From an optimization exercise on the open Yosys and OpenROAD flow, aimed at small area; shortcuts taken in it are not production practice. The RTL was checked by simulation tests, not by an equivalence proof against the original design. Power figures rest on the tool's default switching activity, not on a simulated workload.

Setup of run 1:
// decode
module decode (
    input  logic         clk,
    input  logic         rst_n,
    input  logic [31:0]  rdata_a,      
    input  logic [31:0]  pc,           
    input  logic         resp_a,       
    input  logic         resp_b,       
    input  logic [31:0]  cache_out,    
    input  logic         ld_regfile,   
    input  logic [4:0]   rd,           
    output logic [293:0] regs_out      
);
    logic                           load_all;
    assign load_all = resp_a | resp_b;            
    rv32i_types::rv32i_word         rf_data [1:31];
    logic [31:1]                    rf_written;
    logic [31:1]                    rf_we;
    always_comb begin
        for (int k = 1; k < 32; k++) begin
            rf_we[k] = ld_regfile && (rd == 5'(k));
        end
    end
    always_ff @(posedge clk or negedge rst_n) begin
        if (!rst_n) begin
            rf_written <= '0;
        end else begin
            rf_written <= rf_written | rf_we;
        end
    end
    always_ff @(posedge clk) begin
        for (int k = 1; k < 32; k++) begin
            if (rf_we[k]) rf_data[k] <= cache_out;
        end
    end
    rv32i_types::rv32i_word         pc_q;
    rv32i_types::rv32i_word         instr_q;
    rv32i_types::rv32i_word         rs1_q;
    rv32i_types::rv32i_word         rs2_q;
    logic                           valid_q;
    rv32i_types::rv32i_word         rs1_d;
    rv32i_types::rv32i_word         rs2_d;
    logic [31:0]                    sel_a;
    logic [31:0]                    sel_b;
    always_comb begin
        sel_a[0] = !load_all;
        sel_b[0] = !load_all;
        for (int k = 1; k < 32; k++) begin
            sel_a[k] = load_all && rf_written[k] && (rdata_a[19:15] == 5'(k));
            sel_b[k] = load_all && rf_written[k] && (rdata_a[24:20] == 5'(k));
        end
    end
    for (genvar j = 0; j < 32; j++) begin : g_rd
        logic [31:0] da;
        logic [31:0] db;
        always_comb begin
            da[0] = rs1_q[j];
            db[0] = rs2_q[j];
            for (int k = 1; k < 32; k++) begin
                da[k] = rf_data[k][j];
  ...
For scale: ~2600 cells after synthesis, roughly 1200 flip-flops, about 46000 µm² of cells after synthesis.
Settings: LEC_CHECK=0, CAP_MARGIN=0, CORE_MARGIN=2, CORE_UTILIZATION=70, SLEW_MARGIN=0, SYNTH_HIERARCHICAL=1; clock period 5.0 ns.
standard.sh (not shown) runs the stock make flow with config.mk's settings and CLKGATE_MAP_FILE= SYNTH_SCRIPT=/design/flow/synth_recipe.tcl, a recipe that flattens the netlist after the stock synthesis.
==> flow/flow/run.sh <==
#!/bin/bash
# Standard layout (standard.sh: the ORFS flow, from synthesis to the
# final DEF) with these ORFS settings changed:
#  - the port buffers are the smallest buffer cell instead of a delay cell;
#  - clock tree synthesis uses clkbuf_8 cells, larger sink clusters and no
#    dummy loads.
# The synthesis, floorplan, power grid, tap cells and routing are standard.
set -o pipefail
cp standard.sh standard_sh.txt
export BUFFER_PORTS_ARGS="-buffer_cell sky130_fd_sc_hd__buf_1"
export CTS_ARGS="-sink_clustering_enable -repair_clock_nets -dont_use_dummy_load -buf_list sky130_fd_sc_hd__clkbuf_8 -sink_clustering_size 16 -sink_clustering_max_diameter 45"
bash standard.sh > standard.log 2>&1
Although it ran to completion, run 1 produced a layout that fails the final checks because of max-capacitance violations, max-slew violations.
Here is what was changed in the inputs of run 2 compared with run 1.
# run 1
export LEC_CHECK = 0
export CAP_MARGIN = 0
export CORE_MARGIN = 2
export CORE_UTILIZATION = 70
export SLEW_MARGIN = 0
export SYNTH_HIERARCHICAL = 1
create_clock -name core_clock -period 5.0 [get_ports {clk}]
# run 2
export LEC_CHECK = 0
export CAP_MARGIN = 20
export CORE_MARGIN = 2
export CORE_UTILIZATION = 60
export SLEW_MARGIN = 20
export SYNTH_HIERARCHICAL = 1
create_clock -name core_clock -period 5.0 [get_ports {clk}]
## What came out
- Having completed the whole flow, run 2 delivered a layout that passed the timing, DRC and antenna checks.
- Run 1: flow complete, layout not clean; failing: max-capacitance violations, max-slew violations
- | met1 demand-to-capacity share in global routing | run 2 vs run 1 | 2.5 points lower |
- Taking run 1 as the reference point, the register share of total power of run 2 falls by 1.9 points.
- Comparing number of global-route vias before repair for run 2 and run 1, the smaller number came from run 2.
- Number of cells in the finished layout apart from fillers grows by a few percent when moving from run 1 to run 2.
- Run 2 vs run 1, total wirelength of the detailed-routed design went up by 4.4%.
- Final area | run 2 above run 1
- Taking run 1 as the reference, in run 2 maximum frequency moved down, switching part of the total power grew by 0.37 points, number of top-level pins stayed essentially flat, utilization dropped 11 points, setup slack went down by 0.11 ns.
diff inputs: run 2 => run 3
# run 2
export LEC_CHECK = 0
export CAP_MARGIN = 20
export CORE_MARGIN = 2
export CORE_UTILIZATION = 60
export SLEW_MARGIN = 20
export SYNTH_HIERARCHICAL = 1
create_clock -name core_clock -period 5.0 [get_ports {clk}]
# run 3
export LEC_CHECK = 0
export CAP_MARGIN = 20
export CORE_MARGIN = 2
export CORE_UTILIZATION = 70
export PLACE_DENSITY = 0.85
export SLEW_MARGIN = 20
export SYNTH_HIERARCHICAL = 1
create_clock -name core_clock -period 5.0 [get_ports {clk}]
-- flow/flow/run.sh --
<<< run 2, line 5
#  - clock tree synthesis uses clkbuf_8 cells, larger sink clusters and no
>>> run 3, line 5
#  - clock tree synthesis uses clkbuf_4 cells, sink clusters of at most 10 and no
<<< run 2, line 11
export CTS_ARGS="-sink_clustering_enable -repair_clock_nets -dont_use_dummy_load -buf_list sky130_fd_sc_hd__clkbuf_8 -sink_clustering_size 16 -sink_clustering_max_diameter 45"
>>> run 3, line 11
export CTS_ARGS="-sink_clustering_enable -repair_clock_nets -dont_use_dummy_load -buf_list sky130_fd_sc_hd__clkbuf_4 -sink_clustering_size 10 -sink_clustering_max_diameter 35"
==> comparison <==
Fraction of power consumed by sequential logic: run 3 and run 2 compared, lower one is run 2. Between run 3 and run 2, count of clock-net buffers in the final layout is higher for run 3, run 2 comes in under that. Run 2 reports its path type of the worst min-delay path as primary input to async pin while run 3 reports primary input to register. In the reports for run 3 and run 2, the smaller sequential share of layout area belongs to run 2.
diff inputs: run 3 => run 4
# run 3
export LEC_CHECK = 0
export CAP_MARGIN = 20
export CORE_MARGIN = 2
export CORE_UTILIZATION = 70
export PLACE_DENSITY = 0.85
export SLEW_MARGIN = 20
export SYNTH_HIERARCHICAL = 1
create_clock -name core_clock -period 5.0 [get_ports {clk}]
# run 4
export LEC_CHECK = 0
export CAP_MARGIN = 20
export CORE_MARGIN = 2
export CORE_UTILIZATION = 72
export PLACE_DENSITY = 0.85
export SLEW_MARGIN = 20
export SYNTH_HIERARCHICAL = 1
create_clock -name core_clock -period 5.0 [get_ports {clk}]
Findings:
The total inserted antenna cells reported for run 4 is smaller than that of run 3 by 7. Delta (run 4 minus run 3): fmax shows a reduction of about 0.9%, number of tapcells shows a reduction of about 1%. Area added between synthesis and finish on run 4 is down relative to run 3. Reported for run 3 and run 4, critical path depth turned out identical to the last digit.
The inputs of run 5 differ from those of run 4 as listed below.
# run 4
export LEC_CHECK = 0
export CAP_MARGIN = 20
export CORE_MARGIN = 2
export CORE_UTILIZATION = 72
export PLACE_DENSITY = 0.85
export SLEW_MARGIN = 20
export SYNTH_HIERARCHICAL = 1
create_clock -name core_clock -period 5.0 [get_ports {clk}]
# run 5
export LEC_CHECK = 0
export CAP_MARGIN = 20
export CORE_MARGIN = 2
export CORE_UTILIZATION = 65
export SLEW_MARGIN = 20
export SYNTH_HIERARCHICAL = 1
create_clock -name core_clock -period 5.0 [get_ports {clk}]
-- flow/flow/run.sh --
<<< run 4, line 5
#  - clock tree synthesis uses clkbuf_4 cells, sink clusters of at most 10 and no
>>> run 5, line 5
#  - clock tree synthesis uses clkbuf_8 cells, larger sink clusters and no
<<< run 4, line 11
export CTS_ARGS="-sink_clustering_enable -repair_clock_nets -dont_use_dummy_load -buf_list sky130_fd_sc_hd__clkbuf_4 -sink_clustering_size 10 -sink_clustering_max_diameter 35"
>>> run 5, line 11
export CTS_ARGS="-sink_clustering_enable -repair_clock_nets -dont_use_dummy_load -buf_list sky130_fd_sc_hd__clkbuf_8 -sink_clustering_size 16 -sink_clustering_max_diameter 45"
[summary]
The portion of total power attributed to combinational logic in run 5 sits 0.3 points below the value recorded for run 4. Total instance count after detailed placement in run 5 vs run 4: up 3.0%. | sum of met3 wire segment lengths after detailed routing | higher: run 4 |. Run 4 has a higher number of clock buffers in the layout than run 5. The maximum clock frequency of run 5 is higher than that of run 4. Capturing element of the worst setup path: rs2_q[0] -> run 5, regs_out[21] -> run 4. Compared with run 4, in run 5 part of the cycle the worst path needs moved down, smallest setup slack after layout moved up, gate count of the mapped netlist level. Lower total number of cells along the worst setup path goes to run 4 over run 5.

==> re-timing with driven ports <==
The flow's constraints put no driver on any port. The routed layouts listed below were extracted and timed again, unchanged, in two steps. Step 1: set_driving_cell puts a clkbuf_16 on clk and a buf_2 on each other input, an assumption about the parent block. Step 2, shift: input delay + t, output delay - t, t = (earliest + latest rising clock arrival at the registers) / 2. This alone moves slack from input paths to output paths. Slacks: no drivers / after step 1 / after step 2; pairs: no drivers / after step 1.
run | shift t [ns] | setup WS [ns] | clock arrival spread, ns | worst register clock-pin slew, ns
run 1 | 0.812 | 1.396 / 1.433 / 0.620 | 0.070 / 0.071 | 0.10 / 0.10
run 2 | 0.837 | 1.289 / 1.337 / 0.500 | 0.085 / 0.085 | 0.10 / 0.10
run 3 | 1.088 | 1.350 / 1.287 / 0.534 | 0.147 / 0.147 | 0.12 / 0.12
run 4 | 1.126 | 1.316 / 1.257 / 0.703 | 0.138 / 0.138 | 0.11 / 0.11
run 5 | 0.808 | 1.336 / 1.380 / 0.571 | 0.108 / 0.109 | 0.10 / 0.10
The setup slack of run 3, which loses most, moves by -0.063 ns with the drivers and by -0.816 ns with both steps.
